This is an optimization exercise on Yosys and OpenROAD, whose aim is small area, a short achievable clock period and few clock cycles, not a production implementation. In this exercise RTL edits were held to simulation tests only and were not proved equivalent to the original. Power figures rest on the tool's default switching activity, not on a simulated workload.

### flow/run.sh
#!/bin/bash
# synth_recipe.tcl (not shown) runs the flow's synth.tcl, then flattens the netlist and writes it again
# the make line also repeats each setting of config.mk as NAME=value (left out here)
make -C /OpenROAD-flow-scripts/flow DESIGN_CONFIG=/design/flow/config.mk WORK_HOME=/design/flow/orfs CLKGATE_MAP_FILE= SYNTH_SCRIPT=/design/flow/synth_recipe.tcl finish
### flow/config.mk
export PLATFORM = sky130hd
export DESIGN_NAME = moldudp64_rx_top
export DESIGN_NICKNAME = moldudp64_rx_top
export VERILOG_FILES = /design/flow/design.v
export SDC_FILE = /design/flow/constraint.sdc
export NUM_CORES = 4
export LEC_CHECK = 0
export CAP_MARGIN = 20
export CORE_MARGIN = 2
export CORE_UTILIZATION = 40
export SLEW_MARGIN = 20
### flow/constraint.sdc
create_clock -name core_clock -period 6.5 [get_ports {clk}]
set_input_delay 1.3000 -clock core_clock [delete_from_list [all_inputs] [get_ports {clk}]]
set_output_delay 1.3000 -clock core_clock [all_outputs]
set_load 0.01 [all_outputs]
### flow/design.v
`default_nettype none
package mold_pkg;
	typedef struct packed {
		logic                    valid;
		logic                    last;
		logic [8-1:0] keep;
		logic [64-1:0] data;
	} axis_beat_t;
	typedef struct packed {
		logic [80-1:0] sid;
		logic [64-1:0] seq;
		logic [16-1:0]  msg_cnt;
	} mold_header_t;
	typedef struct packed {
		logic [4-1:0]  cnt;
		logic [64-1:0] data;
	} byte_push_t;
	typedef struct packed {
		logic                    valid;
		logic                    start;
		logic                    last;
		logic [8-1:0] mask;
		logic [64-1:0] data;
	} mold_word_t;
	typedef struct packed {
		logic [80-1:0] sid;
		logic [64-1:0] seq;
	} mold_id_t;
endpackage
`default_nettype wire
`timescale 1ns/1ps
`default_nettype none
module moldudp64_rx_top
(
	input  wire        clk,
	input  wire        nreset,
	input  wire        s_tvalid,
	input  wire        s_tlast,
	input  wire [7:0]  s_tkeep,
	input  wire [63:0] s_tdata,
	output logic       s_tready,
	output logic       msg_valid,
	output logic       msg_start,
	output logic       msg_last,
	output logic [7:0] msg_mask,
	output logic [63:0] msg_data,
	output logic [79:0] msg_sid,
	output logic [63:0] msg_seq
);
localparam logic [2:0] M_H0 = 3'd0;    
localparam logic [2:0] M_H1 = 3'd1;    
localparam logic [2:0] M_H2 = 3'd2;    
localparam logic [2:0] M_LEN = 3'd3;   
localparam logic [2:0] M_BODY = 3'd4;  
logic [2:0]  mode_q;
logic [63:0] w0_q;
logic [3:0]  c_q;       
logic [15:0] rem_q;     
logic [3:0]  lw_q;      
logic [3:0]  np_q;      
logic        npok_q;    
logic [3:0]  lsel_q;    
logic        lastw_q;   
logic        zl_q;      
logic        first_q;   
logic [15:0] cnt_q;     
logic        lastmsg_q;
logic        fresh_q;   
logic        want_q;    
logic        need_q;    
logic        hold_q;    
logic [79:0] sid_q;
logic [63:0] seq_q;
logic        ov_q, os_q, ol_q;
logic [7:0]  om_q;
logic [63:0] od_q;
logic [7:0]  win [0:15];
logic [15:0] win_z;     
logic [15:0] win_le8;   
always_comb begin
	for (int i = 0; i < 8; i++) begin
		win[i]   = w0_q[8*i +: 8];
		win[i+8] = s_tdata[8*i +: 8];
	end
	for (int i = 0; i < 16; i++) begin
		win_z[i]   = (win[i] == 8'd0);
		win_le8[i] = (win[i] <= 8'd8);
	end
end
logic [127:0] win_flat;
logic [63:0]  word;
assign win_flat = {s_tdata, w0_q};
assign word = win_flat[{c_q[2:0], 3'b000} +: 64];
logic [3:0]  lsel1;
logic [15:0] lfield;
logic        lf_zero;
logic        lf_le8;
assign lsel1   = lsel_q + 4'd1;
assign lfield  = {win[lsel_q], win[lsel1]};
assign lf_zero = win_z[lsel_q] & win_z[lsel1];
assign lf_le8  = win_z[lsel_q] & win_le8[lsel1];
logic [15:0] hcnt;
logic        nomsg;
assign hcnt = {s_tdata[23:16], s_tdata[31:24]};
assign nomsg = s_tlast && !s_tkeep[4];
logic       emit;
logic       seq_evt;
logic       load_len;
logic       msg_end;
logic [2:0] mode_n;
logic [4:0] cn;        
always_comb begin
	emit     = 1'b0;
	seq_evt  = 1'b0;
	load_len = 1'b0;
	msg_end  = 1'b0;
	mode_n   = mode_q;
	cn       = {1'b0, c_q};
	case (mode_q)
		M_H0: mode_n = M_H1;
		M_H1: mode_n = M_H2;
		M_H2: begin
			if (nomsg) begin
				mode_n = M_H0;
			end else begin
				load_len = 1'b1;
				mode_n   = M_BODY;
				cn       = 5'd14;
			end
		end
		M_LEN: begin
			if (!c_q[3]) begin
				load_len = 1'b1;
				mode_n   = M_BODY;
				cn       = {1'b0, c_q} + 5'd2;
			end
		end
		default: begin
			if (c_q[3]) begin
			end else if (zl_q) begin
				seq_evt = 1'b1;
				msg_end = 1'b1;
				if (lastmsg_q) begin
					if (c_q == 4'd0) begin
						mode_n = M_H1;
					end else begin
						mode_n = M_H0;
						cn     = 5'd8;
					end
				end else begin
					mode_n = M_LEN;
				end
			end else if (!lastw_q) begin
				emit    = 1'b1;
				seq_evt = first_q;
				cn      = {1'b0, c_q} + 5'd8;
			end else begin
				emit    = 1'b1;
				seq_evt = first_q;
				msg_end = 1'b1;
				if (lastmsg_q) begin
					mode_n = M_H0;
					cn     = (np_q > 4'd8) ? 5'd16 : 5'd8;
				end else if (np_q >= 4'd14) begin
					mode_n = M_LEN;
					cn     = {1'b0, np_q};
				end else begin
					load_len = 1'b1;
					cn       = {1'b0, np_q} + 5'd2;
				end
			end
		end
	endcase
end
logic act;
logic accept;
assign act      = !hold_q && (!need_q || s_tvalid);
assign accept   = want_q && s_tvalid;
assign s_tready = want_q;
logic [2:0] mode_adv;
always_comb begin
	mode_adv = mode_n;
	if (mode_n == M_H0 && accept && mode_q == M_BODY && cn == 5'd8)
		mode_adv = M_H1;
end
logic [4:0] c_adv;
assign c_adv = accept ? cn - 5'd8 : cn;
logic [2:0] mode_d;
logic [3:0] c_d;
logic       lastw_d;
logic       zl_d;
logic       lastmsg_d;
logic       npok_d;
logic [3:0] np_src;
always_comb begin
	mode_d    = mode_q;
	c_d       = c_q;
	lastw_d   = lastw_q;
	zl_d      = zl_q;
	lastmsg_d = lastmsg_q;
	if (act) begin
		mode_d = mode_adv;
		c_d    = c_adv[3:0];
		if (emit && !lastw_q)
			lastw_d = (rem_q <= 16'd16);
		if (load_len) begin
			lastw_d = lf_le8;
			zl_d    = lf_zero;
		end
		if (msg_end)
			lastmsg_d = (cnt_q == 16'd2);
		if (mode_q == M_H2)
			lastmsg_d = (hcnt == 16'd1);
	end
	npok_d = !(act && load_len);
	np_src = c_q[3] ? lw_q : c_q + lw_q;
end
logic want_d, need_d, hold_d;
always_comb begin
	want_d = 1'b1;
	need_d = 1'b1;
	hold_d = 1'b0;
	if (mode_d == M_H0 || mode_d == M_H1 || mode_d == M_H2 || c_d[3]) begin
		want_d = 1'b1;
		need_d = 1'b1;
	end else if (mode_d == M_LEN) begin
		want_d = (c_d >= 4'd6);
		need_d = (c_d == 4'd7);
	end else if (!npok_d) begin
		want_d = !lastw_d;
		need_d = !lastw_d && (c_d != 4'd0);
		hold_d = lastw_d;
	end else if (zl_d) begin
		want_d = lastmsg_d && (c_d != 4'd0);
		need_d = 1'b0;
	end else if (!lastw_d) begin
		want_d = 1'b1;
		need_d = (c_d != 4'd0);
	end else if (lastmsg_d) begin
		want_d = 1'b1;
		need_d = (np_src > 4'd8);
	end else begin
		want_d = (np_src >= 4'd6);
		need_d = (np_src >= 4'd7);
	end
end
logic [3:0] lsel_d;
always_comb begin
	if (mode_d == M_H2)
		lsel_d = 4'd12;
	else if (mode_d == M_LEN)
		lsel_d = c_d;
	else
		lsel_d = np_src;
end
always_ff @(posedge clk) begin
	if (!nreset) begin
		mode_q <= M_H0;
		ov_q   <= 1'b0;
		want_q <= 1'b1;
		need_q <= 1'b1;
		hold_q <= 1'b0;
	end else begin
		mode_q <= mode_d;
		ov_q   <= act && emit;
		want_q <= want_d;
		need_q <= need_d;
		hold_q <= hold_d;
	end
end
always_ff @(posedge clk) begin
	if (accept)
		w0_q <= s_tdata;
	c_q       <= c_d;
	lastw_q   <= lastw_d;
	zl_q      <= zl_d;
	lastmsg_q <= lastmsg_d;
	npok_q    <= npok_d;
	np_q      <= np_src;
	lsel_q    <= lsel_d;
	if (act) begin
		if (emit) begin
			first_q <= 1'b0;
			if (!lastw_q)
				rem_q <= rem_q - 16'd8;
		end
		if (load_len) begin
			rem_q   <= lfield;
			lw_q    <= (lfield[2:0] == 3'd0) ? 4'd8 : {1'b0, lfield[2:0]};
			first_q <= 1'b1;
		end
		if (msg_end)
			cnt_q <= cnt_q - 16'd1;
		if (mode_q == M_H2)
			cnt_q <= hcnt;
	end
end
always_ff @(posedge clk) begin
	if (act) begin
		if (mode_q == M_H1) begin
			sid_q        <= {w0_q[7:0], w0_q[15:8], w0_q[23:16], w0_q[31:24],
			                 w0_q[39:32], w0_q[47:40], w0_q[55:48], w0_q[63:56],
			                 s_tdata[7:0], s_tdata[15:8]};
			seq_q[63:16] <= {s_tdata[23:16], s_tdata[31:24], s_tdata[39:32],
			                 s_tdata[47:40], s_tdata[55:48], s_tdata[63:56]};
		end else if (mode_q == M_H2) begin
			seq_q[15:0] <= {s_tdata[7:0], s_tdata[15:8]};
			fresh_q     <= 1'b1;
		end else if (seq_evt) begin
			if (!fresh_q)
				seq_q <= seq_q + 64'd1;
			fresh_q <= 1'b0;
		end
	end
end
always_ff @(posedge clk) begin
	os_q <= first_q;
	ol_q <= lastw_q;
	od_q <= word;
	for (int i = 0; i < 8; i++)
		om_q[i] <= !lastw_q || (i < lw_q);
end
assign msg_valid = ov_q;
assign msg_start = os_q;
assign msg_last  = ol_q;
assign msg_mask  = om_q;
assign msg_data  = od_q;
assign msg_sid   = sid_q;
assign msg_seq   = seq_q;
endmodule
`default_nettype wire
==> impl_summary.log, run 1 <==
[metrics] clock latency at the later pin of the worst-skew pair: 570 ps
[metrics] worst path arrival time: 4270 ps
[metrics] cell count along the critical path: 9
[metrics] dominant synthesized flop cell: edfxtp_1
[metrics] DIE WIDTH: 221 um
[metrics] number of flip-flops and latches in the synthesized netlist: 342
[metrics] H-tree level count: 2
[metrics] WHS Path Cells: 0
[metrics] Least-Margin Pin Slew: 1070 ps
[metrics] Crit-path slowest cell: a31oi_1
[metrics] Lkg Pwr: 8.38 nW
[metrics] Routed Wire Length: 73100 um
[metrics] wire length of the first global-routing pass: 108000 um
[metrics] detailed placer's ending HPWL: 51400 um
[metrics] element type at the critical path start: flip-flop
[metrics] number of core rows: 79
[metrics] count of routing violations after the opening detailed-route iteration: 1911
[metrics] worst-case headroom to the max-slew limit: 0.280
[metrics] count of hold-fix buffers inserted at cts: 0
[metrics] crit-path most repeated cell: buf_4
[metrics] core area: 46600 um2
[metrics] cts bufs inserted: 38
[metrics] sequential fraction of the synthesis area: 0.494
[metrics] Die Footprint: 48800 um2
[metrics] TritonCTS clock tree: built
[metrics] setup fix buffers added after clock tree synthesis: 0
[metrics] final hold violation count: 0
[metrics] maximum cell stage delay along the critical path: 800 ps
[metrics] Buffers on Ports: 288
[metrics] global-route usage over all layers: 0.290
[metrics] Unique masters post-synth: 80
[metrics] final design utilization: 0.508
[metrics] area share of the leading cell type in the synthesized netlist: 0.392
[metrics] First-pass DRT Iterations: 7
[metrics] via count of the first global-routing pass: 16000
[metrics] achievable clock frequency: 0.250 GHz
[metrics] power after layout: 0.00987 W
[metrics] Yosys warning total: 2
[metrics] gr ovfl total: 0
[metrics] layout net count: 2243
[metrics] maximum ir drop on the vdd rail: 0.291 mV
[metrics] CTS Buffer Depth: 3
[metrics] Routed Antenna Nets: 0
[metrics] Crit Path Category: flip-flop to flip-flop
[metrics] most area-hungry cell type in the Yosys netlist: edfxtp_1
[metrics] power per standard cell area: 417 nW/um2
[metrics] number of buffers and inverters on the critical path: 3
[metrics] Sink Count: 342
[metrics] average cell area after synthesis: 9.85 um2
[metrics] result of the run: complete, no violations
[metrics] clock edge transition at the registers on the reported setup and hold paths: 60 ps
[metrics] die height: 221 um
[metrics] Final Max Slew Viols: 0
[metrics] number of standard cells after synthesis: 1912
[metrics] largest fanout on the critical path: 36
[metrics] number of I/O pins: 296
[metrics] count of flip-flops with a built-in enable after synthesis: 246
[metrics] Period Utilization, post-route: 0.616
[metrics] Post-Route Skew: 22.2 ps
[metrics] Critical Path Sink Type: flip-flop
[metrics] GPL Wtd Cong: 0.988
[metrics] worst slack on hold paths: 454 ps
[metrics] time the worst path needs with I/O delays and setup: 4010 ps
[metrics] final-layout setup total negative slack: 0 ps
[metrics] cell area after technology mapping: 18800 um2
[metrics] worst path cell trace: buf_4, ha_1, buf_4, xnor2_2, buf_4, nand2_1, a2111o_1, a31oi_1, nor3_1
[metrics] wire length per cell: 26.2 um
[metrics] synth cell count leaders: 329 x nand2_1, 246 x edfxtp_1, 175 x o21ai_0
[metrics] CTS Root Cell: clkbuf_16
[metrics] type of the most critical hold path: flip-flop to flip-flop
[metrics] largest net degree at the start of global routing: 111
[metrics] cells taking the most area after synthesis: edfxtp_1 39%, dfxtp_1 10%, nand2_1 6.6%, o21ai_0 4.7%, mux2i_1 4.3%
[metrics] Worst Path Required: 6760 ps
[metrics] Max-cap violations: 0
[metrics] Starting Density: 0.404
[metrics] cell family contributing the most delay on the critical path: compound AO/OA/AOI/OAI gates
[metrics] initial antenna violation count: 4
[metrics] via density per instance: 6.14
[metrics] number of setup violations in the final report: 0
[metrics] layout cells sized above 1: 0.0872
[metrics] most numerous cell in the Yosys netlist: nand2_1
[metrics] Post-synth ARST share: 0
[metrics] unrepaired setup endpoints after global routing: no
[metrics] remaining routing DRC violations: 0
[metrics] Area Growth Syn to Fin: 25.5%
[metrics] overall via count from detail_route: 17100
[metrics] net count after synthesis: 2005
[metrics] cells resized by post-CTS repair: 0
[metrics] fill count: 4276
[metrics] logic depth of the worst register-to-register path: 9
[cell type report]
| cell class | count | area, um2 | area share |
|---|---|---|---|
| Inverter | 28 | 105 | 0.00445 |
| Tap cell | 607 | 759 | 0.0321 |
| Timing Repair Buffer | 329 | 3190 | 0.135 |
| Multi-Input combinational cell | 1411 | 8970 | 0.379 |
| Clock buffer | 53 | 1100 | 0.0467 |
| Antenna cell | 2 | 5.00 | 0.000212 |
| Clock inverter | 17 | 188 | 0.00794 |
| Sequential cell | 342 | 9320 | 0.394 |
[per-stage QoR]
step | setup slack [ps] | instances | instance area, um2
floorplan | 705 | 1912 | 18800
global placement | 1950 | 2717 | 22300
detailed placement | 1980 | 2717 | 22300
CTS | 2560 | 2787 | 23600
global route | 2300 | 2787 | 23600
finish | 2490 | 2789 | 23600
[cell families after synthesis]
| kind of cell | after synthesis | share of synthesized area |
|---|---|---|
| compound gates | 480 | 0.163 |
| simple gates | 689 | 0.168 |
| mux | 135 | 0.0881 |
| buf+inv | 159 | 0.0330 |
| fa+ha+maj | 17 | 0.0117 |
| flops | 342 | 0.494 |
| xor+xnor | 90 | 0.0419 |
[layout by cell type, fill, tap and decap left out, types with 24 or more instances in the layout]
cell / Yosys / layout
mux2_2: 32 / 32
nor4_1: 27 / 27
clkdlybuf4s50_1: 0 / 288
clkbuf_16: 0 / 41
edfxtp_1: 246 / 246
buf_4: 1 / 41
dfxtp_1: 96 / 92
nand2_1: 329 / 329
xor2_1: 55 / 53
nor2_1: 103 / 101
xnor2_1: 35 / 33
mux2i_1: 81 / 81
and3_1: 24 / 24
nor3_1: 30 / 28
nand3_1: 77 / 77
a21oi_1: 97 / 97
o21ai_0: 175 / 175
[power by group]
group	total [W]	internal, W	switching [W]
Clock	0.00223	0.00132	0.000914
Combinational	0.00440	0.00177	0.00263
Sequential	0.00323	0.00282	0.000408
Total	0.00987	0.00591	0.00395
[per-layer routing]
metal,part of all wire,GRT usage,vias to the layer above,wire length (um)
met1,0.43,0.415,8258,31300
met4,0.048,0.134,0,3490
met2,0.42,0.414,1045,30800
met5,0,0,-,0
li1,-,-,7627,-
met3,0.10,0.0690,191,7440
[worst paths after layout]
path / from / endpoint / slack, ps
worst min register to register: first_q / os_q / 450
worst max register to register: lsel_q[0] / lw_q[3] / 2490
worst max-delay path: lsel_q[0] / lw_q[3] / 2490
worst min-delay path: first_q / os_q / 450
[sequential cells by signal, summed over array words and instances, names as in the netlist, 3 cells and up]
| name | flops |
|---|---|
| sid_q | 80 |
| od_q | 64 |
| seq_q | 64 |
| w0_q | 64 |
| cnt_q | 16 |
| rem_q | 16 |
| om_q | 8 |
| c_q | 4 |
| lsel_q | 4 |
| lw_q | 4 |
| np_q | 4 |
| mode_q | 3 |
Testbench counts, summed over its fixed seeds: cycles 15,554.
==> run 2: changes to the inputs <==
--- a/flow/config.mk
+++ b/flow/config.mk
@@ -9,3 +9,4 @@
 export CORE_MARGIN = 2
 export CORE_UTILIZATION = 40
+export SETUP_SLACK_MARGIN = 3.5
 export SLEW_MARGIN = 20
==> run 2 against run 1 <==
  * Worst hold slack worse by 19 ps
  * Sequential share of layout area is 1.5 points lower
  * Combinational power is 8.6% higher
  * Routed wire length is 5.9% higher
  * Still clean
  * Count of clock-buffer cells in the layout stayed put
  * Total power is 5.8% higher
  * Die area stayed put
  * Global-route usage is 1.4 points higher
  * Register-to-register slack better by 970 ps
  * Clock skew is 1.6 ps higher
==> impl_summary.log, run 2 <==
[metrics] r2r startpoint: w0_q[36]
[metrics] Area Growth Syn to Fin: 30.8%
[metrics] power after layout: 0.0104 W
[metrics] area share of the leading cell type in the synthesized netlist: 0.392
[metrics] number of I/O pins: 296
[metrics] cts bufs inserted: 39
[metrics] global-route usage over all layers: 0.304
[metrics] Period Utilization, post-route: 0.471
[metrics] clock edge transition at the registers on the reported setup and hold paths: 60 ps
[metrics] initial antenna violation count: 1
[metrics] Post-Route Skew: 23.8 ps
[metrics] DIE WIDTH: 221 um
[metrics] worst slack on hold paths: 435 ps
[metrics] worst path cell trace: clkdlybuf4s15_2, or3_4, nor3_4, or3_4, o311ai_4, o32ai_4, nand3_2, a311oi_2, o21ai_1
[metrics] via density per instance: 6.13
[metrics] type of the most critical hold path: flip-flop to flip-flop
[metrics] count of routing violations after the opening detailed-route iteration: 2043
[metrics] count of hold-fix buffers inserted at cts: 0
[metrics] largest net degree at the start of global routing: 111
[metrics] result of the run: complete, no violations
[metrics] die height: 221 um
[metrics] final hold violation count: 0
[metrics] Lkg Pwr: 8.93 nW
[metrics] most area-hungry cell type in the Yosys netlist: edfxtp_1
[metrics] worst hold endpoint: os_q
[metrics] gr ovfl total: 0
[metrics] Routed Wire Length: 77400 um
[metrics] Buffers on Ports: 288
[metrics] cells taking the most area after synthesis: edfxtp_1 39%, dfxtp_1 10%, nand2_1 6.6%, o21ai_0 4.7%, mux2i_1 4.3%
[metrics] wire length per cell: 27.3 um
[metrics] Crit-path slowest cell: or3_4
[metrics] average cell area after synthesis: 9.85 um2
[metrics] wire length of the first global-routing pass: 111000 um
[metrics] cell area after technology mapping: 18800 um2
[metrics] element type at the critical path start: input pin
[metrics] dominant synthesized flop cell: edfxtp_1
[metrics] top library cells by usage in the layout, fill and taps aside: 328 x nand2_1, 246 x edfxtp_1, 227 x clkdlybuf4s50_1
[metrics] crit-path most repeated cell: or3_4
[metrics] largest fanout on the critical path: 8
[metrics] detailed placer's ending HPWL: 51900 um
[metrics] Die Footprint: 48800 um2
[metrics] remaining routing DRC violations: 0
[metrics] Max-cap violations: 0
[metrics] most numerous cell in the Yosys netlist: nand2_1
[metrics] final design utilization: 0.529
[metrics] Sink Count: 342
[metrics] worst path arrival time: 3490 ps
[metrics] maximum ir drop on the vdd rail: 0.254 mV
[metrics] max reg flops: 80
[metrics] number of standard cells after synthesis: 1912
[metrics] post-synthesis share of cell area spent on xor and xnor gates: 0.0419
[metrics] Yosys warning total: 2
[metrics] synth cell count leaders: 329 x nand2_1, 246 x edfxtp_1, 175 x o21ai_0
[metrics] H-tree level count: 2
[metrics] most frequent standard cell in the layout excluding fill and tap cells: nand2_1
[metrics] power per standard cell area: 424 nW/um2
[metrics] final-layout setup total negative slack: 0 ps
[metrics] number of setup violations in the final report: 0
[metrics] area share of fa/ha/maj cells after synthesis: 0.0117
[metrics] Worst Path Required: 6930 ps
[metrics] reg-to-reg slack, setup: 3460 ps
[metrics] via count of the first global-routing pass: 16200
[metrics] cell family contributing the most delay on the critical path: simple AND/OR/NAND/NOR gates
[metrics] sequential fraction of the synthesis area: 0.494
[metrics] count of flip-flops with a built-in enable after synthesis: 246
[metrics] layout cells sized above 1: 0.151
[metrics] combinational family with the most area after synthesis: simple AND/OR/NAND/NOR gates
[metrics] overall via count from detail_route: 17400
[metrics] RR Endpoint: need_q
[metrics] simple-gate share of the synthesized area: 0.168
[metrics] layout net count: 2287
[metrics] net count after synthesis: 2005
[metrics] maximum cell stage delay along the critical path: 480 ps
[metrics] Post-synth ARST share: 0
[metrics] logic depth of the worst register-to-register path: 8
[metrics] time the worst path needs with I/O delays and setup: 3060 ps
[metrics] unrepaired setup endpoints after global routing: yes
[metrics] Unique masters post-synth: 80
[metrics] multiplexer share of the synthesized area: 0.0881
[metrics] most flop-heavy register: sid_q
[metrics] number of buffers and inverters on the critical path: 1
[metrics] Routed Antenna Nets: 0
[metrics] GPL Wtd Cong: 0.982
[metrics] compound-gate portion of the synthesized area: 0.163
[metrics] First-pass DRT Iterations: 8
[metrics] Crit Path Category: input pin to flip-flop
[metrics] number of core rows: 79
[metrics] launch instance of the worst min-delay path: first_q
[metrics] Starting Density: 0.404
[metrics] WHS Path Cells: 0
[metrics] CTS Root Cell: clkbuf_16
[metrics] number of flip-flops and latches in the synthesized netlist: 342
[metrics] achievable clock frequency: 0.327 GHz
[metrics] Critical Path Sink Type: flip-flop
[metrics] Final Max Slew Viols: 0
[metrics] core area: 46600 um2
[metrics] Least-Margin Pin Slew: 1130 ps
[metrics] worst-case headroom to the max-slew limit: 0.239
[metrics] clock latency at the later pin of the worst-skew pair: 580 ps
[metrics] TritonCTS clock tree: built
[metrics] CTS Buffer Depth: 3
run 2: cell counts after synthesis:
No cell type changed its count.
run 2: cell families after synthesis:
kind of cell	count (synthesis)
muxes	135
buffers and inverters	159
AOI/OAI and AO/OA	480
and+or+nand+nor	689
adders and majority gates	17
DFF	342
xor gates and xnor gates	90
run 2: repair_timing:
| item | in CTS | in global routing |
|---|---|---|
| cloned | 3 | 3 |
| resized for setup | 203 | 88 |
| pin swaps | 20 | 21 |
| setup buffers | 30 | 11 |
| setup endpoints to repair | 204 | 54 |
run 2: how the worst max path moves through the flow:
| stage | start | endpoint | slack [ps] | cells past startpoint |
|---|---|---|---|---|
| finish | s_tdata[2] | need_q | 3440 | 9 |
| global route | s_tdata[5] | need_q | 3410 | 10 |
| CTS | s_tvalid | need_q | 3410 | 8 |
| detailed placement | s_tdata[6] | need_q | 2020 | 9 |
| global placement | s_tdata[6] | need_q | 2070 | 9 |
| floorplan | s_tvalid | seq_q[16] | 3090 | 5 |
run 2: metal layers:
layer | GRT usage | wire length (um) | vias up
met4 | 0.138 | 3790 | 0
li1 | - | - | 7707
met1 | 0.421 | 31700 | 8386
met3 | 0.0783 | 8500 | 205
met5 | 0 | 0 | -
met2 | 0.448 | 33400 | 1081
run 2: area by class of cell:
type / count / area, um2
inverters: 28 / 118
diodes: 1 / 2.50
repair buffers: 369 / 3560
well taps: 607 / 759
clock buffers: 53 / 1210
flip-flops and latches: 342 / 9340
multi-input cells: 1414 / 9440
clock inverters: 19 / 208
fillers: 4211 / 21900
run 2: per-stage QoR:
stage	instance area [um2]	cells	worst slack, ps
after global routing	24600	2832	3410
after floorplan	18900	1912	3090
after global placement	22400	2713	2070
after CTS	24300	2818	3410
after detailed placement	22400	2713	2020
final	24600	2833	3440
run 2: worst register-to-register path: cells and delay by family, from the launching register on:
kind / cells / cell delay, ps
flops: 1 / 560
compound gates: 6 / 1180
simple gates: 2 / 1160
run 2: report_power, final:
| part | switching (W) | internal [W] | leakage [nW] |
|---|---|---|---|
| clock network | 0.000954 | 0.00145 | 0.693 |
| logic | 0.00282 | 0.00197 | 5.14 |
| registers | 0.000426 | 0.00283 | 3.09 |
==> run 3: changes to the inputs <==
--- a/flow/design.v
+++ b/flow/design.v
@@ -72,4 +72,7 @@
 logic [79:0] sid_q;
 logic [63:0] seq_q;
+logic        iv_q;
+logic        inomsg_q;
+logic [63:0] in_q;
 logic        ov_q, os_q, ol_q;
 logic [7:0]  om_q;
@@ -81,5 +84,5 @@
 	for (int i = 0; i < 8; i++) begin
 		win[i]   = w0_q[8*i +: 8];
-		win[i+8] = s_tdata[8*i +: 8];
+		win[i+8] = in_q[8*i +: 8];
 	end
 	for (int i = 0; i < 16; i++) begin
@@ -90,18 +93,26 @@
 logic [127:0] win_flat;
 logic [63:0]  word;
-assign win_flat = {s_tdata, w0_q};
+assign win_flat = {in_q, w0_q};
 assign word = win_flat[{c_q[2:0], 3'b000} +: 64];
-logic [3:0]  lsel1;
+logic [7:0]  winn [0:15];
+logic [15:0] winn_le8;
+always_comb begin
+	for (int i = 0; i < 15; i++) begin
+		winn[i]     = win[i+1];
+		winn_le8[i] = win_le8[i+1];
+	end
+	winn[15]     = 8'd0;
+	winn_le8[15] = 1'b0;
+end
 logic [15:0] lfield;
 logic        lf_zero;
 logic        lf_le8;
-assign lsel1   = lsel_q + 4'd1;
-assign lfield  = {win[lsel_q], win[lsel1]};
-assign lf_zero = win_z[lsel_q] & win_z[lsel1];
-assign lf_le8  = win_z[lsel_q] & win_le8[lsel1];
+assign lfield  = {win[lsel_q], winn[lsel_q]};
+assign lf_zero = (lfield == 16'd0);
+assign lf_le8  = win_z[lsel_q] & winn_le8[lsel_q];
 logic [15:0] hcnt;
 logic        nomsg;
-assign hcnt = {s_tdata[23:16], s_tdata[31:24]};
-assign nomsg = s_tlast && !s_tkeep[4];
+assign hcnt  = {in_q[23:16], in_q[31:24]};
+assign nomsg = inomsg_q;
 logic       emit;
 logic       seq_evt;
@@ -175,7 +186,19 @@
 logic act;
 logic accept;
-assign act      = !hold_q && (!need_q || s_tvalid);
-assign accept   = want_q && s_tvalid;
-assign s_tready = want_q;
+assign act      = !hold_q && (!need_q || iv_q);
+assign accept   = want_q && iv_q;
+assign s_tready = !iv_q || want_q;
+always_ff @(posedge clk) begin
+	if (!nreset)
+		iv_q <= 1'b0;
+	else if (s_tready)
+		iv_q <= s_tvalid;
+end
+always_ff @(posedge clk) begin
+	if (s_tready && s_tvalid) begin
+		in_q <= s_tdata;
+		inomsg_q <= s_tlast && !s_tkeep[4];
+	end
+end
 logic [2:0] mode_adv;
 always_comb begin
@@ -271,5 +294,5 @@
 always_ff @(posedge clk) begin
 	if (accept)
-		w0_q <= s_tdata;
+		w0_q <= in_q;
 	c_q       <= c_d;
 	lastw_q   <= lastw_d;
@@ -301,9 +324,9 @@
 			sid_q        <= {w0_q[7:0], w0_q[15:8], w0_q[23:16], w0_q[31:24],
 			                 w0_q[39:32], w0_q[47:40], w0_q[55:48], w0_q[63:56],
-			                 s_tdata[7:0], s_tdata[15:8]};
-			seq_q[63:16] <= {s_tdata[23:16], s_tdata[31:24], s_tdata[39:32],
-			                 s_tdata[47:40], s_tdata[55:48], s_tdata[63:56]};
+			                 in_q[7:0], in_q[15:8]};
+			seq_q[63:16] <= {in_q[23:16], in_q[31:24], in_q[39:32],
+			                 in_q[47:40], in_q[55:48], in_q[63:56]};
 		end else if (mode_q == M_H2) begin
-			seq_q[15:0] <= {s_tdata[7:0], s_tdata[15:8]};
+			seq_q[15:0] <= {in_q[7:0], in_q[15:8]};
 			fresh_q     <= 1'b1;
 		end else if (seq_evt) begin
--- a/flow/config.mk
+++ b/flow/config.mk
@@ -9,4 +9,4 @@
 export CORE_MARGIN = 2
 export CORE_UTILIZATION = 40
-export SETUP_SLACK_MARGIN = 3.5
+export SETUP_SLACK_MARGIN = 4.0
 export SLEW_MARGIN = 20
==> run 3 against run 2 <==
  * Sequential power about the same
  * Die area up 10%
  * Critical path depth down 2
  * Fmax up 9.5%
  * Sequential cell count up 66
  * Critical path type is now flip-flop to flip-flop
  * Critical endpoint unchanged
==> impl_summary.log, run 3 <==
[metrics] result of the run: complete, no violations
[metrics] Max-cap violations: 0
[metrics] top library cells by usage in the layout, fill and taps aside: 311 x edfxtp_1, 253 x nand2_1, 154 x o21ai_0
[metrics] time the worst path needs with I/O delays and setup: 2790 ps
[metrics] final design utilization: 0.520
[metrics] dominant synthesized flop cell: edfxtp_1
[metrics] maximum ir drop on the vdd rail: 0.169 mV
[metrics] worst-case headroom to the max-slew limit: 0.421
[metrics] count of flip-flops with a built-in enable after synthesis: 311
[metrics] CTS Root Cell: clkbuf_16
[metrics] cells taking the most area after synthesis: edfxtp_1 45%, dfxtp_1 9.4%, nand2_1 4.6%, mux2i_1 4.1%, o21ai_0 3.7%
[metrics] CTS Buffer Depth: 3
[metrics] First-pass DRT Iterations: 6
[metrics] final hold violation count: 0
[metrics] via density per instance: 6.13
[metrics] remaining routing DRC violations: 0
[metrics] cts bufs inserted: 44
[metrics] Starting Density: 0.404
[metrics] Routed Antenna Nets: 0
[metrics] detailed placer's ending HPWL: 55700 um
[metrics] most numerous cell in the Yosys netlist: edfxtp_1
[metrics] initial antenna violation count: 5
[metrics] wire length per cell: 27.6 um
[metrics] worst path arrival time: 3230 ps
[metrics] launch instance of the worst min-delay path: lastw_q
[metrics] Crit Path Category: flip-flop to flip-flop
[metrics] Post-synth ARST share: 0
[metrics] GPL Wtd Cong: 0.978
[metrics] logic depth of the worst register-to-register path: 7
[metrics] layout net count: 2411
[metrics] TritonCTS clock tree: built
[metrics] global-route usage over all layers: 0.304
[metrics] Sw Pwr: 0.00203 W
[metrics] Routed Wire Length: 84000 um
[metrics] DIE WIDTH: 232 um
[metrics] sequential fraction of the synthesis area: 0.544
[metrics] Lkg Pwr: 9.45 nW
[metrics] gr ovfl total: 0
[metrics] H-tree level count: 2
[metrics] WHS Path Cells: 0
[metrics] type of the most critical hold path: flip-flop to flip-flop
[metrics] Area Growth Syn to Fin: 28.5%
[metrics] worst hold endpoint: ol_q
[metrics] power per standard cell area: 264 nW/um2
[metrics] die height: 232 um
[metrics] net count after synthesis: 2035
[metrics] via count of the first global-routing pass: 17500
[metrics] largest net degree at the start of global routing: 93
[metrics] achievable clock frequency: 0.358 GHz
[metrics] instance area after placement: 24300 um2
[metrics] count of hold-fix buffers inserted at cts: 0
[metrics] Die Footprint: 53700 um2
[metrics] cell area after technology mapping: 20700 um2
[metrics] most flop-heavy register: sid_q
[metrics] Sink Count: 408
[metrics] average cell area after synthesis: 10.6 um2
[metrics] core area: 51300 um2
[metrics] Clock Power Share: 0.361
[metrics] clock latency at the later pin of the worst-skew pair: 590 ps
[metrics] wire length of the first global-routing pass: 120000 um
[metrics] unrepaired setup endpoints after global routing: yes
[metrics] r2r startpoint: w0_q[44]
[metrics] element type at the critical path start: flip-flop
[metrics] max reg flops: 80
[metrics] reg-to-reg slack, setup: 3710 ps
[metrics] synth cell count leaders: 311 x edfxtp_1, 255 x nand2_1, 154 x o21ai_0
[metrics] Least-Margin Pin Slew: 868 ps
[metrics] number of core rows: 83
[metrics] layout cells sized above 1: 0.233
[metrics] Critical Path Sink Type: flip-flop
[metrics] total internal power: 0.00502 W
[metrics] fraction of power spent switching nets: 0.287
[metrics] fin area: 26700 um2
[metrics] Period Utilization, post-route: 0.430
[metrics] Final Max Slew Viols: 0
[metrics] area share of the leading cell type in the synthesized netlist: 0.450
[metrics] RR Endpoint: need_q
[metrics] combinational share of power: 0.180
[metrics] overall via count from detail_route: 18700
[metrics] Unique masters post-synth: 91
[metrics] Worst Path Required: 6930 ps
[metrics] share of power burned in registers: 0.460
[metrics] Buffers on Ports: 288
[metrics] count of routing violations after the opening detailed-route iteration: 2116
[metrics] clock edge transition at the registers on the reported setup and hold paths: 60 ps
[metrics] number of standard cells after synthesis: 1949
[metrics] fill count: 4670
[metrics] Post-Route Skew: 21.5 ps
[metrics] number of I/O pins: 296
[metrics] most area-hungry cell type in the Yosys netlist: edfxtp_1
[metrics] number of flip-flops and latches in the synthesized netlist: 408
[metrics] number of setup violations in the final report: 0
[metrics] final-layout setup total negative slack: 0 ps
[metrics] Yosys warning total: 3
[metrics] most frequent standard cell in the layout excluding fill and tap cells: edfxtp_1
[metrics] largest fanout on the critical path: 4
[metrics] worst setup path startpoint: w0_q[44]
-- run 3: changes by cell type after synthesis, sizes merged, moves of 19 or more --
cell and change:
a22oi +39, a221oi -19, edfxtp +65, o21ai -21, nand2 -74, xnor2 +21
nand3 -22, nor2 +22, xor2 -25
-- run 3: cells by family (layout without fill, tap and decap cells) --
| kind of cell | Yosys count | after routing | synth area share |
|---|---|---|---|
| AOI/OAI and AO/OA | 467 | 467 | 0.142 |
| xor gates and xnor gates | 86 | 86 | 0.0363 |
| adders and majority gates | 10 | 10 | 0.00639 |
| buffers and inverters | 160 | 571 | 0.0331 |
| DFF | 408 | 408 | 0.544 |
| muxes | 124 | 124 | 0.0676 |
| other | 0 | 3 | 0 |
| and+or+nand+nor | 694 | 695 | 0.171 |
-- run 3: worst max path at each step --
stage and endpoint:
2_1_floorplan sid_q[0], 3_3_place_gp zl_q, 3_5_place_dp zl_q, 4_1_cts zl_q, 5_1_grt zl_q, 6_report need_q
-- run 3: stage by stage --
step	power, W	setup slack, ps	hold slack (ps)	instances
finish	0.00705	3710	491	3044
global route	0.00728	3680	497	3041
CTS	0.00702	3730	487	2992
detailed placement	0.00455	2900	466	2820
global placement	0.00454	2930	480	2820
floorplan	0.00388	3900	329	1949
-- run 3: worst max-delay path, cell delays in order (launching register included) --
cell and delay, ps:
edfxtp_1 460, or4_4 580, or4_4 510, a221oi_4 360, or4_4 210, o2111ai_4 150
a32oi_1 220, o221ai_1 150
-- run 3: per-layer routing --
layer	track usage	part of all wire
met3	0.0696	0.10
met4	0.132	0.046
met1	0.411	0.41
met2	0.466	0.45
met5	0	0
-- run 3: layout make-up --
cell class / count / area (um2) / share of cell area
tap: 680 / 851 / 0.0319
multi-input combinational: 1382 / 9280 / 0.348
sequential: 408 / 11300 / 0.424
inverter: 33 / 129 / 0.00483
antenna: 3 / 7.51 / 0.000282
clock inverter: 18 / 149 / 0.00558
timing repair buffer: 456 / 3610 / 0.135
clock buffer: 64 / 1320 / 0.0496
-- run 3: repair_timing --
action,4_1_cts,5_1_grt
setup buffers,90,47
gates cloned,0,2
resized for setup,738,89
pin swaps,9,23
endpoints found under the hold margin,0,0
setup endpoints to repair,403,292
-- run 3: power groups by stage --
| stage | registers (W) | logic, W | clock network [W] |
|---|---|---|---|
| finish | 0.00324 | 0.00127 | 0.00254 |
| global route | 0.00325 | 0.00135 | 0.00268 |
| CTS | 0.00324 | 0.00121 | 0.00257 |
| detailed placement | 0.00331 | 0.00124 | 0 |
| global placement | 0.00331 | 0.00123 | 0 |
| floorplan | 0.00324 | 0.000644 | 0 |
Testbench counts of run 3, summed over its fixed seeds: cycles 15,562.
==> run 4: changes to the inputs <==
==> flow/flow/run.sh (new file) <==
#!/bin/bash
# Layout: the standard flow (standard.sh, all steps to finish), with
# sky130_fd_sc_hd__buf_1 as the cell that buffers each input and output port.
# The full output of the run goes to standard.log in this folder; ORFS keeps
# each step's own log under orfs/logs.
set -uo pipefail
export BUFFER_PORTS_ARGS="-buffer_cell sky130_fd_sc_hd__buf_1"
bash standard.sh > standard.log 2>&1
status=$?
tail -n 20 standard.log
exit $status
==> flow/standard.sh (new file) <==
#!/bin/bash
# synth_recipe.tcl (not shown) runs the flow's synth.tcl, then flattens the netlist and writes it again
# the make line also repeats each setting of config.mk as NAME=value (left out here)
make -C /OpenROAD-flow-scripts/flow DESIGN_CONFIG=/design/flow/config.mk WORK_HOME=/design/flow/orfs CLKGATE_MAP_FILE= SYNTH_SCRIPT=/design/flow/synth_recipe.tcl "${@:-finish}"
--- a/flow/config.mk
+++ b/flow/config.mk
@@ -9,4 +9,4 @@
 export CORE_MARGIN = 2
 export CORE_UTILIZATION = 40
-export SETUP_SLACK_MARGIN = 4.0
+export SETUP_SLACK_MARGIN = 3.5
 export SLEW_MARGIN = 20
removed: flow/run.sh
==> run 4 against run 3 <==
  * Still clean on timing, DRC and antenna
  * Count of clock-buffer cells in the layout fell by 8
  * Synthesized area did not move
  * Register-to-register slack got worse by 310 ps
  * Worst setup slack got worse by 310 ps
  * Non-clock buffer count fell by 121
  * First-iteration DRC count rose by 6.5%
  * Final cell count fell by 4.1%
==> impl_summary.log, run 4 <==
[metrics] count of routing violations after the opening detailed-route iteration: 2253
[metrics] dominant synthesized flop cell: edfxtp_1
[metrics] worst path arrival time: 3600 ps
[metrics] detailed placer's ending HPWL: 55600 um
[metrics] most numerous cell in the Yosys netlist: edfxtp_1
[metrics] element type at the critical path start: flip-flop
[metrics] Worst Path Required: 6990 ps
[metrics] share of power burned in registers: 0.466
[metrics] largest fanout on the critical path: 31
[metrics] result of the run: complete, no violations
[metrics] GPL Wtd Cong: 0.987
[metrics] pre-CTS setup slack: 2820 ps
[metrics] final hold violation count: 0
[metrics] Yosys warning total: 3
[metrics] CTS Buffer Depth: 3
[metrics] type of the most critical hold path: flip-flop to flip-flop
[metrics] count of flip-flops with a built-in enable after synthesis: 311
[metrics] clock latency at the later pin of the worst-skew pair: 610 ps
[metrics] Die Footprint: 53700 um2
[metrics] overall via count from detail_route: 17900
[metrics] number of flip-flops and latches in the synthesized netlist: 408
[metrics] worst slack on hold paths: 505 ps
[metrics] Critical Path Sink Type: flip-flop
[metrics] sequential fraction of the synthesis area: 0.544
[metrics] Unique masters post-synth: 91
[metrics] First-pass DRT Iterations: 6
[metrics] core area: 51300 um2
[metrics] number of cells in the finished layout apart from fillers: 2919
[metrics] top library cells by usage in the layout, fill and taps aside: 311 x edfxtp_1, 288 x buf_1, 254 x nand2_1
[metrics] Post-Route Skew: 24.3 ps
[metrics] time the worst path needs with I/O delays and setup: 3110 ps
[metrics] final-layout setup total negative slack: 0 ps
[metrics] remaining routing DRC violations: 0
[metrics] Post-synth ARST share: 0
[metrics] combinational share of power: 0.149
[metrics] slack of the critical path: 3390 ps
[metrics] total internal power: 0.00503 W
[metrics] Area Growth Syn to Fin: 17.3%
[metrics] Least-Margin Pin Slew: 1060 ps
[metrics] TritonCTS clock tree: built
[metrics] Final Max Slew Viols: 0
[metrics] maximum ir drop on the vdd rail: 0.209 mV
[metrics] net count after synthesis: 2035
[metrics] number of setup violations in the final report: 0
[metrics] Starting Density: 0.404
[metrics] most flop-heavy register: sid_q
[metrics] Lkg Pwr: 7.91 nW
[metrics] via density per instance: 6.13
[metrics] largest net degree at the start of global routing: 93
[metrics] initial antenna violation count: 2
[metrics] Buffers on Ports: 288
[metrics] max reg flops: 80
[metrics] layout net count: 2290
[metrics] number of I/O pins: 296
[metrics] Clock Power Share: 0.385
[metrics] layout cells sized above 1: 0.101
[metrics] CTS Root Cell: clkbuf_16
[metrics] total placed cells including tap cells: 2824
[metrics] cell area after technology mapping: 20700 um2
[metrics] die height: 232 um
[metrics] most frequent standard cell in the layout excluding fill and tap cells: edfxtp_1
[metrics] worst-case headroom to the max-slew limit: 0.291
[metrics] average cell area after synthesis: 10.6 um2
[metrics] Max-cap violations: 0
[metrics] Routed Wire Length: 81000 um
[metrics] global-route usage over all layers: 0.294
[metrics] via count of the first global-routing pass: 16500
[metrics] count of hold-fix buffers inserted at cts: 0
[metrics] area share of the leading cell type in the synthesized netlist: 0.450
[metrics] number of core rows: 83
[metrics] Sw Pwr: 0.00203 W
[metrics] Crit Path Category: flip-flop to flip-flop
[metrics] synth cell count leaders: 311 x edfxtp_1, 255 x nand2_1, 154 x o21ai_0
[metrics] Sink Count: 408
[metrics] DIE WIDTH: 232 um
[metrics] achievable clock frequency: 0.322 GHz
[metrics] wire length per cell: 27.8 um
[metrics] cts bufs inserted: 45
[metrics] reg-to-reg slack, setup: 3390 ps
[metrics] Routed Antenna Nets: 0
[metrics] most area-hungry cell type in the Yosys netlist: edfxtp_1
[metrics] power per standard cell area: 290 nW/um2
[metrics] gr ovfl total: 0
[metrics] clock edge transition at the registers on the reported setup and hold paths: 60 ps
[metrics] wire length of the first global-routing pass: 115000 um
[metrics] unrepaired setup endpoints after global routing: yes
[metrics] H-tree level count: 2
[metrics] Period Utilization, post-route: 0.478
[metrics] fraction of power spent switching nets: 0.287
[metrics] number of standard cells after synthesis: 1949
[metrics] cells taking the most area after synthesis: edfxtp_1 45%, dfxtp_1 9.4%, nand2_1 4.6%, mux2i_1 4.1%, o21ai_0 3.7%
run 4: worst max-delay path, stage by stage, from the launching register on:
cell and delay, ps:
dfxtp_4 580, buf_6 320, and4b_2 400, a22oi_1 240, nand4_1 210, o32ai_4 440
or4b_1 510, o31ai_1 280
run 4: metrics by stage:
step / instance area, um2 / total power (W) / util
2_1_floorplan: 20800 / 0.00388 / -
3_3_place_gp: 22500 / 0.00433 / 0.438
3_5_place_dp: 22500 / 0.00435 / 0.439
4_1_cts: 24200 / 0.00706 / 0.471
5_1_grt: 24300 / 0.00729 / 0.474
6_report: 24300 / 0.00706 / 0.474
run 4: kinds of logic (layout without fill, tap and decap cells):
| group | count (synthesis) | after routing | synth area share |
|---|---|---|---|
| other cells | 0 | 1 | 0 |
| simple gates | 694 | 694 | 0.171 |
| mux | 124 | 124 | 0.0676 |
| flops | 408 | 408 | 0.544 |
| xor+xnor | 86 | 86 | 0.0363 |
| buf+inv | 160 | 449 | 0.0331 |
| fa+ha+maj | 10 | 10 | 0.00639 |
| compound gates | 467 | 467 | 0.142 |
run 4: layout make-up:
class,count,area (um2)
fillers,4862,27000
flip-flops and latches,408,11300
multi-input cells,1381,8990
repair buffers,335,1490
clock buffers,56,1220
well taps,680,851
clock inverters,25,357
inverters,33,129
diodes,1,2.50
run 4: worst paths after layout:
check,from,end,cells after the start
worst max-delay path,lsel_q[0],zl_q,7
worst min-delay path,first_q,os_q,0
worst max register to register,lsel_q[0],zl_q,7
worst min register to register,first_q,os_q,0
run 4: timing repair:
| action | in CTS | in global routing |
|---|---|---|
| hold endpoints to repair | 0 | 0 |
| pin swaps | 2 | 2 |
| cloned | 0 | 0 |
| setup endpoints to repair | 35 | 56 |
| gates resized for setup | 12 | 19 |
| buffers inserted | 4 | 9 |
run 4: power groups by stage:
stage / Sequential, W / Combinational, W / Clock (W)
finish: 0.00329 / 0.00105 / 0.00272
global route: 0.00330 / 0.00113 / 0.00286
CTS: 0.00328 / 0.00102 / 0.00276
detailed placement: 0.00334 / 0.00101 / 0
global placement: 0.00333 / 0.000998 / 0
floorplan: 0.00324 / 0.000642 / 0
run 4: metal layers:
| metal | track usage | share of wire | vias up |
|---|---|---|---|
| met4 | 0.111 | 0.042 | 0 |
| met5 | 0 | 0 | - |
| met1 | 0.419 | 0.42 | 8738 |
| met2 | 0.434 | 0.43 | 1114 |
| li1 | - | - | 7836 |
| met3 | 0.0679 | 0.11 | 192 |
==> run 5: changes to the inputs <==
--- a/flow/design.v
+++ b/flow/design.v
@@ -97,17 +97,29 @@
 logic [7:0]  winn [0:15];
 logic [15:0] winn_le8;
+logic [15:0] winn_z;
 always_comb begin
 	for (int i = 0; i < 15; i++) begin
 		winn[i]     = win[i+1];
 		winn_le8[i] = win_le8[i+1];
+		winn_z[i]   = win_z[i+1];
 	end
 	winn[15]     = 8'd0;
 	winn_le8[15] = 1'b0;
+	winn_z[15]   = 1'b0;
 end
 logic [15:0] lfield;
 logic        lf_zero;
 logic        lf_le8;
-assign lfield  = {win[lsel_q], winn[lsel_q]};
-assign lf_zero = (lfield == 16'd0);
+logic [7:0]  lf_hi;
+always_comb begin
+	if (mode_q == M_LEN)
+		lf_hi = word[7:0];
+	else if (mode_q == M_H2)
+		lf_hi = in_q[39:32];
+	else
+		lf_hi = 8'h00;
+end
+assign lfield  = {lf_hi, winn[lsel_q]};
+assign lf_zero = win_z[lsel_q] & winn_z[lsel_q];
 assign lf_le8  = win_z[lsel_q] & winn_le8[lsel_q];
 logic [15:0] hcnt;
@@ -173,10 +185,12 @@
 					mode_n = M_H0;
 					cn     = (np_q > 4'd8) ? 5'd16 : 5'd8;
-				end else if (np_q >= 4'd14) begin
-					mode_n = M_LEN;
-					cn     = {1'b0, np_q};
 				end else begin
 					load_len = 1'b1;
-					cn       = {1'b0, np_q} + 5'd2;
+					if (np_q >= 4'd14 || !win_z[lsel_q]) begin
+						mode_n = M_LEN;
+						cn     = {1'b0, np_q};
+					end else begin
+						cn     = {1'b0, np_q} + 5'd2;
+					end
 				end
 			end
@@ -240,4 +254,7 @@
 end
 logic want_d, need_d, hold_d;
+logic hz_next;   
+assign hz_next = accept ? (np_src[0] ? win_z[15] : win_z[14])
+                        : (np_src[0] ? win_z[7]  : win_z[6]);
 always_comb begin
 	want_d = 1'b1;
@@ -264,5 +281,5 @@
 		need_d = (np_src > 4'd8);
 	end else begin
-		want_d = (np_src >= 4'd6);
+		want_d = (np_src >= 4'd8) || ((np_src >= 4'd6) && hz_next);
 		need_d = (np_src >= 4'd7);
 	end
--- a/flow/config.mk
+++ b/flow/config.mk
@@ -9,4 +9,4 @@
 export CORE_MARGIN = 2
 export CORE_UTILIZATION = 40
-export SETUP_SLACK_MARGIN = 3.5
+export SETUP_SLACK_MARGIN = 4.0
 export SLEW_MARGIN = 20
==> run 5 against run 4 <==
  * Register-to-register slack worse by 90 ps
  * Count of clock-buffer cells in the layout increased by 3
  * Critical endpoint is now need_q
  * Non-clock buffer count up 146
  * Highest routed layer unchanged
  * Sequential cell count stayed put
  * First-iteration DRC count increased by 2.0%
  * Total power increased by 45%
==> impl_summary.log, run 5 <==
[metrics] result of the run: complete, no violations
[metrics] GPL Wtd Cong: 0.990
[metrics] type of the most critical hold path: flip-flop to flip-flop
[metrics] gr ovfl total: 0
[metrics] combinational share of power: 0.383
[metrics] die height: 227 um
[metrics] worst path cell trace: or4_4, or4_4, o211ai_4, o311ai_4, o211ai_4, buf_12, mux2i_4, o22a_1, or3b_1, nand3_1
[metrics] Sink Count: 408
[metrics] Max-cap violations: 0
[metrics] Routed Antenna Nets: 0
[metrics] overall via count from detail_route: 17400
[metrics] Crit-path slowest cell: or4_4
[metrics] clock edge transition at the registers on the reported setup and hold paths: 60 ps
[metrics] logic depth of the worst register-to-register path: 10
[metrics] layout net count: 2319
[metrics] worst path arrival time: 3710 ps
[metrics] Least-Margin Pin Slew: 969 ps
[metrics] cell family contributing the most delay on the critical path: simple AND/OR/NAND/NOR gates
[metrics] largest net degree at the start of global routing: 100
[metrics] worst slack on hold paths: 444 ps
[metrics] via density per instance: 5.92
[metrics] most frequent standard cell in the layout excluding fill and tap cells: edfxtp_1
[metrics] wire length on met2: 35200 um
[metrics] initial antenna violation count: 3
[metrics] worst setup path startpoint: w0_q[46]
[metrics] cts bufs inserted: 45
[metrics] Final Max Slew Viols: 0
[metrics] r2r startpoint: w0_q[46]
[metrics] total internal power: 0.00625 W
[metrics] Starting Density: 0.406
[metrics] Yosys warning total: 3
[metrics] element type at the critical path start: flip-flop
[metrics] average cell area after synthesis: 11.1 um2
[metrics] total placed cells including tap cells: 2691
[metrics] number of cells in the finished layout apart from fillers: 2933
[metrics] share of power burned in registers: 0.368
[metrics] top library cells by usage in the layout, fill and taps aside: 311 x edfxtp_1, 262 x buf_1, 226 x nand2_1
[metrics] clock latency at the later pin of the worst-skew pair: 590 ps
[metrics] Routed Wire Length: 80300 um
[metrics] launch instance of the worst min-delay path: first_q
[metrics] area share of the leading cell type in the synthesized netlist: 0.468
[metrics] Lkg Pwr: 8.96 nW
[metrics] unrepaired setup endpoints after global routing: yes
[metrics] worst-case headroom to the max-slew limit: 0.354
[metrics] sequential fraction of the synthesis area: 0.565
[metrics] routed metal-1 wire length: 32500 um
[metrics] Buffers on Ports: 288
[metrics] net count after synthesis: 1892
[metrics] Post-synth ARST share: 0
[metrics] max reg flops: 80
[metrics] most numerous cell in the Yosys netlist: edfxtp_1
[metrics] reg-to-reg slack, setup: 3300 ps
[metrics] count of flip-flops with a built-in enable after synthesis: 311
[metrics] time the worst path needs with I/O delays and setup: 3200 ps
[metrics] count of hold-fix buffers inserted at cts: 0
[metrics] number of core rows: 81
[metrics] slack of the critical path: 3300 ps
[metrics] cells taking the most area after synthesis: edfxtp_1 47%, dfxtp_1 9.7%, mux2i_1 5.1%, nand2_1 4.3%, o21ai_0 4.2%
[metrics] WHS Path Cells: 0
[metrics] CTS Buffer Depth: 3
[metrics] count of routing violations after the opening detailed-route iteration: 2298
[metrics] pre-CTS setup slack: 2650 ps
[metrics] largest fanout on the critical path: 5
[metrics] Critical Path Sink Type: flip-flop
[metrics] Sw Pwr: 0.00396 W
[metrics] dominant synthesized flop cell: edfxtp_1
[metrics] layout cells sized above 1: 0.198
[metrics] via count of the first global-routing pass: 16200
[metrics] final design utilization: 0.512
[metrics] Unique masters post-synth: 81
[metrics] detailed placer's ending HPWL: 53700 um
[metrics] Area Growth Syn to Fin: 26.2%
[metrics] Clock Power Share: 0.249
[metrics] Worst Path Required: 7010 ps
[metrics] wire length of the first global-routing pass: 111000 um
[metrics] cell area after technology mapping: 20000 um2
[metrics] First-pass DRT Iterations: 6
[metrics] most area-hungry cell type in the Yosys netlist: edfxtp_1
[metrics] wire length per cell: 27.4 um
[metrics] RR Endpoint: need_q
[metrics] TritonCTS clock tree: built
[metrics] final-layout setup total negative slack: 0 ps
[metrics] cell count along the critical path: 10
[metrics] power per standard cell area: 406 nW/um2
[metrics] maximum ir drop on the vdd rail: 0.208 mV
[metrics] final hold violation count: 0
[metrics] number of I/O pins: 296
[metrics] met3 WL: 8080 um
[metrics] core area: 49200 um2
[metrics] DIE WIDTH: 227 um
[metrics] Crit Path Category: flip-flop to flip-flop
[metrics] number of buffers and inverters on the critical path: 1
[metrics] CTS Root Cell: clkbuf_16
[metrics] number of flip-flops and latches in the synthesized netlist: 408
[metrics] global-route usage over all layers: 0.300
[metrics] synth cell count leaders: 311 x edfxtp_1, 230 x nand2_1, 167 x o21ai_0
[metrics] fill count: 4426
[metrics] Die Footprint: 51700 um2
[metrics] number of standard cells after synthesis: 1806
[metrics] Top Metal Used: met4
[metrics] fraction of power spent switching nets: 0.388
[metrics] worst hold endpoint: os_q
[metrics] remaining routing DRC violations: 0
[metrics] most flop-heavy register: sid_q
[metrics] H-tree level count: 2
[metrics] Post-Route Skew: 23.1 ps
[metrics] number of setup violations in the final report: 0
[metrics] achievable clock frequency: 0.313 GHz
[metrics] Period Utilization, post-route: 0.492
[metrics] maximum cell stage delay along the critical path: 570 ps
run 5: per-layer routing:
layer	track usage	vias up
met1	0.407	8528
li1	-	7605
met3	0.0671	212
met4	0.148	0
met2	0.452	1012
met5	0	-
run 5: worst max-delay path by stage:
stage	endpoint
floorplan	need_q
CTS	want_q
global placement	need_q
global route	need_q
detailed placement	rem_q[11]
finish	need_q
run 5: power groups by stage:
stage	combinational (W)	sequential (W)	clock [W]
floorplan	0.00232	0.00367	0
global placement	0.00337	0.00383	0
detailed placement	0.00338	0.00384	0
CTS	0.00367	0.00377	0.00257
global route	0.00419	0.00380	0.00268
finish	0.00391	0.00377	0.00254
run 5: area by class of cell:
class / count / area [um2] / share of cell area
clock buffers: 59 / 1240 / 0.0492
flip-flops and latches: 408 / 11300 / 0.449
well taps: 664 / 831 / 0.0330
multi-input cells: 1267 / 8580 / 0.341
clock inverters: 23 / 218 / 0.00864
repair buffers: 481 / 2880 / 0.114
inverters: 28 / 123 / 0.00487
diodes: 1 / 2.50 / 0.0000994
repair inverters: 2 / 10.0 / 0.000397
run 5: repair_timing:
| action | in CTS | in global routing |
|---|---|---|
| cloned | 3 | 3 |
| resized for setup | 96 | 72 |
| buffers inserted | 91 | 62 |
| pin swaps | 18 | 26 |
| setup endpoints to repair | 280 | 193 |
run 5: logic make-up after synthesis:
kind of cell	share of synthesized area
buf+inv	0.0259
compound gates	0.128
simple gates	0.141
fa+ha+maj	0.00664
flops	0.565
mux	0.0952
xor+xnor	0.0386
run 5: worst reg2reg max path, cell delays in order, from the launching register on:
cell and delay [ps]:
edfxtp_1 490, or4_4 570, or4_4 470, o211ai_4 140
o311ai_4 160, o211ai_4 250, buf_12 150, mux2i_4 290
o22a_1 200, or3b_1 350, nand3_1 80
run 5: per-stage QoR:
stage               area (um2)  power (W)
floorplan                20100    0.00599
global placement         21900    0.00720
detailed placement       21900    0.00721
CTS                      24400     0.0100
global route             25200     0.0107
finish                   25200     0.0102
Testbench counts of run 5, summed over its fixed seeds: cycles 15,562.
==> run 6: changes to the inputs <==
--- a/flow/design.v
+++ b/flow/design.v
@@ -79,4 +79,5 @@
 logic [63:0] od_q;
 logic [7:0]  win [0:15];
+logic [7:0]  in_z_q, in_le8_q, w0_z_q, w0_le8_q;
 logic [15:0] win_z;     
 logic [15:0] win_le8;   
@@ -86,8 +87,6 @@
 		win[i+8] = in_q[8*i +: 8];
 	end
-	for (int i = 0; i < 16; i++) begin
-		win_z[i]   = (win[i] == 8'd0);
-		win_le8[i] = (win[i] <= 8'd8);
-	end
+	win_z   = {in_z_q, w0_z_q};
+	win_le8 = {in_le8_q, w0_le8_q};
 end
 logic [127:0] win_flat;
@@ -213,4 +212,8 @@
 		in_q <= s_tdata;
 		inomsg_q <= s_tlast && !s_tkeep[4];
+		for (int i = 0; i < 8; i++) begin
+			in_z_q[i]   <= (s_tdata[8*i +: 8] == 8'd0);
+			in_le8_q[i] <= (s_tdata[8*i +: 8] <= 8'd8);
+		end
 	end
 end
@@ -310,6 +313,9 @@
 end
 always_ff @(posedge clk) begin
-	if (accept)
-		w0_q <= in_q;
+	if (accept) begin
+		w0_q     <= in_q;
+		w0_z_q   <= in_z_q;
+		w0_le8_q <= in_le8_q;
+	end
 	c_q       <= c_d;
 	lastw_q   <= lastw_d;
==> run 6 against run 5 <==
  * Sequential cell count rose by 31
  * Sequential share of layout area rose by 2.4 points
  * Critical endpoint is now msg_sid[19]
  * Via count fell by 1.2%
  * Synthesized cell count did not move
  * Clock skew rose by 6.6 ps
  * Die area rose by 4.0%
  * Critical path type is now flip-flop to output port
  * Worst hold slack improved by 7.8 ps
  * Total power rose by 4.8%
  * Still clean
  * Routed wire length fell by 4.2%
  * Fmax rose by 24%
  * Global-route usage fell by 2.1 points
  * First-iteration DRC count fell by 11%
  * Largest cell class unchanged
==> impl_summary.log, run 6 <==
[metrics] remaining routing DRC violations: 0
[metrics] CTS Buffer Depth: 3
[metrics] wire length per cell: 26.4 um
[metrics] via count of the first global-routing pass: 16200
[metrics] gr ovfl total: 0
[metrics] Starting Density: 0.405
[metrics] wire length of the first global-routing pass: 110000 um
[metrics] power per standard cell area: 414 nW/um2
[metrics] detailed placer's ending HPWL: 50900 um
[metrics] Buffers on Ports: 288
[metrics] combinational family with the most area after synthesis: simple AND/OR/NAND/NOR gates
[metrics] result of the run: complete, no violations
[metrics] element type at the critical path start: flip-flop
[metrics] First-pass DRT Iterations: 6
[metrics] number of core rows: 83
[metrics] Worst Path Required: 5200 ps
[metrics] TritonCTS clock tree: built
[metrics] simple-gate share of the synthesized area: 0.128
[metrics] Yosys warning total: 3
[metrics] final hold violation count: 0
[metrics] Period Utilization, post-route: 0.398
[metrics] Max-cap violations: 0
[metrics] count of flip-flops with a built-in enable after synthesis: 342
[metrics] most area-hungry cell type in the Yosys netlist: edfxtp_1
[metrics] most flop-heavy register: sid_q
[metrics] core area: 51300 um2
[metrics] maximum ir drop on the vdd rail: 0.209 mV
[metrics] Lkg Pwr: 8.91 nW
[metrics] top library cells by usage in the layout, fill and taps aside: 342 x edfxtp_1, 254 x buf_1, 204 x nand2_1
[metrics] count of hold-fix buffers inserted at cts: 0
[metrics] cts bufs inserted: 48
[metrics] number of standard cells after synthesis: 1806
[metrics] layout net count: 2277
[metrics] type of the most critical hold path: flip-flop to flip-flop
[metrics] achievable clock frequency: 0.386 GHz
[metrics] GPL Wtd Cong: 0.931
[metrics] largest fanout on the critical path: 1
[metrics] global-route usage over all layers: 0.279
[metrics] compound-gate portion of the synthesized area: 0.118
[metrics] number of setup violations in the final report: 0
[metrics] multiplexer share of the synthesized area: 0.0956
[metrics] Post-synth ARST share: 0
[metrics] Crit Path Category: flip-flop to output port
[metrics] number of I/O pins: 296
[metrics] Sink Count: 439
[metrics] unrepaired setup endpoints after global routing: yes
[metrics] Unique masters post-synth: 79
[metrics] worst path cell trace: buf_1
[metrics] area share of the leading cell type in the synthesized netlist: 0.494
[metrics] cell family contributing the most delay on the critical path: flip-flops
[metrics] Routed Antenna Nets: 0
[metrics] worst-case headroom to the max-slew limit: 0.332
[metrics] average cell area after synthesis: 11.5 um2
[metrics] max reg flops: 80
[metrics] initial antenna violation count: 9
[metrics] final design utilization: 0.504
[metrics] clock latency at the later pin of the worst-skew pair: 600 ps
[metrics] Critical Path Sink Type: output port
[metrics] worst path arrival time: 1290 ps
[metrics] Post-Route Skew: 29.7 ps
[metrics] most frequent standard cell in the layout excluding fill and tap cells: edfxtp_1
[metrics] Least-Margin Pin Slew: 1000 ps
[metrics] clock edge transition at the registers on the reported setup and hold paths: 60 ps
[metrics] cells taking the most area after synthesis: edfxtp_1 49%, dfxtp_1 9.3%, mux2i_1 4.6%, o21ai_0 3.9%, nand2_1 3.7%
[metrics] count of routing violations after the opening detailed-route iteration: 2045
[metrics] synth cell count leaders: 342 x edfxtp_1, 206 x nand2_1, 161 x o21ai_0
[metrics] most numerous cell in the Yosys netlist: edfxtp_1
[metrics] Crit-path slowest cell: edfxtp_1
[metrics] H-tree level count: 2
[metrics] cell area after technology mapping: 20800 um2
[metrics] via density per instance: 5.90
[metrics] CTS Root Cell: clkbuf_16
[metrics] number of flip-flops and latches in the synthesized netlist: 439
[metrics] net count after synthesis: 1892
[metrics] layout cells sized above 1: 0.189
[metrics] sequential fraction of the synthesis area: 0.588
[metrics] dominant synthesized flop cell: edfxtp_1
[metrics] post-synthesis share of cell area spent on xor and xnor gates: 0.0362
[metrics] Final Max Slew Viols: 0
[metrics] final-layout setup total negative slack: 0 ps
[metrics] DIE WIDTH: 232 um
[metrics] largest net degree at the start of global routing: 77
[metrics] Routed Wire Length: 76900 um
[metrics] area share of fa/ha/maj cells after synthesis: 0.00638
[metrics] Area Growth Syn to Fin: 24.5%
[metrics] time the worst path needs with I/O delays and setup: 2590 ps
[metrics] maximum cell stage delay along the critical path: 510 ps
[metrics] die height: 232 um
[metrics] number of buffers and inverters on the critical path: 1
[metrics] Die Footprint: 53800 um2
[metrics] overall via count from detail_route: 17200
## run 6: cell types whose count changed after synthesis, moves of 7 or more
| cell | previous run | this run |
|---|---|---|
| o31ai_1 | 10 | 2 |
| nor2_1 | 121 | 142 |
| xnor2_1 | 37 | 47 |
| nor4_1 | 26 | 10 |
| edfxtp_1 | 311 | 342 |
| inv_1 | 25 | 37 |
| nand2_1 | 230 | 206 |
| xor2_1 | 51 | 39 |
| nand3_1 | 49 | 42 |
| mux4_2 | 17 | 26 |
| buf_1 | 22 | 14 |
## run 6: path summary, 6_finish.rpt
kind                     from  depth (start not counted)  slack, ps           to
setup / recovery    sid_q[19]                          1       3910  msg_sid[19]
hold / removal    in_le8_q[2]                          0        450  w0_le8_q[2]
setup reg to reg    lsel_q[0]                         11       3920       want_q
hold reg to reg   in_le8_q[2]                          0        450  w0_le8_q[2]
## run 6: metrics by stage
stage | cells | worst slack (ps) | total power (W) | cell area, um2 | hold slack, ps
3_3_place_gp | 2689 | 2840 | 0.00710 | 22500 | 433
4_1_cts | 2870 | 3910 | 0.0105 | 25400 | 445
5_1_grt | 2909 | 3820 | 0.0112 | 25900 | 439
6_report | 2910 | 3910 | 0.0107 | 25900 | 452
3_5_place_dp | 2689 | 2830 | 0.00713 | 22500 | 438
2_1_floorplan | 1806 | 3720 | 0.00609 | 20900 | 329
## run 6: metal layers
layer | global-route usage | routed length (um) | vias to the layer above
li1 | - | - | 7516
met1 | 0.370 | 30500 | 8435
met2 | 0.432 | 34700 | 994
met3 | 0.0715 | 8240 | 202
met4 | 0.121 | 3380 | 10
met5 | 0 | 72 | -
## run 6: area by class of cell
cell class | instances | area (um2)
Antenna cell | 1 | 2.50
Clock buffer | 61 | 1350
Clock inverter | 27 | 254
Fill cell | 4656 | 25400
Inverter | 39 | 158
Multi-Input combinational cell | 1226 | 8390
Sequential cell | 439 | 12200
Tap cell | 680 | 851
Timing Repair Buffer | 437 | 2630
## run 6: worst register-to-register path: stages, from the launching register on
cell and delay [ps]:
dfxtp_4 350, buf_12 140, buf_4 150, buf_4 160, nor2b_1 190, a22o_1 190
mux4_2 480, a31o_2 280, a31oi_1 140, o31ai_1 90, o21bai_1 170, o211ai_1 160
## run 6: kinds of logic after synthesis
kind of cell	Yosys count
simple gates	564
flops	439
compound gates	401
mux	161
buf+inv	145
xor+xnor	86
fa+ha+maj	10
## run 6: report_power, final
part,switching [W],internal [W]
clock,0.00119,0.00160
combinational,0.00242,0.00160
sequential,0.000360,0.00354
total,0.00396,0.00674
## run 6: repair_timing
item / CTS / global route
pin swaps: 22 / 25
gates resized for setup: 101 / 66
endpoints found under the setup margin: 352 / 155
gates cloned: 9 / 0
buffers inserted: 84 / 39
Testbench counts of run 6, summed over its fixed seeds: cycles 15,562.

## afterwards: timing with drivers on the ports
Ports are ideal in the flow. The routed layouts listed here were re-timed in OpenROAD. Step 1 sets driving cells, clkbuf_16 on the clock port and buf_2 on the other inputs (assumed; they add their load-dependent delay and slew). Step 2 times the ports against the registers' clock, not the clock port: input delays grow and output delays shrink by t, the midpoint of the rising clock arrivals with the driver on. Three values: ideal, step 1, step 2; two values: the first two.
run | t (ns) | setup WS [ns] | worst hold slack (ns) | worst slew at a driven data input, ns | cell pins on the clock port's net
run 1 | 0.617 | 2.494 / 2.494 / 1.929 | 0.454 / 0.454 / 0.454 | 0.06 | 1
run 2 | 0.627 | 3.442 / 3.457 / 2.849 | 0.435 / 0.435 / 0.435 | 0.05 | 1
run 3 | 0.645 | 3.707 / 3.707 / 3.620 | 0.491 / 0.491 / 0.491 | 0.06 | 1
run 4 | 0.649 | 3.393 / 3.393 / 3.393 | 0.505 / 0.505 / 0.505 | 0.06 | 1
run 5 | 0.638 | 3.301 / 3.301 / 3.301 | 0.444 / 0.444 / 0.444 | 0.07 | 1
run 6 | 0.644 | 3.912 / 3.851 / 3.625 | 0.452 / 0.452 / 0.452 | 0.09 | 1
After both steps setup and hold are still met in every run listed. For run 2, which loses most, drivers alone change the setup slack by +0.015 ns; drivers and shift together by -0.593 ns.
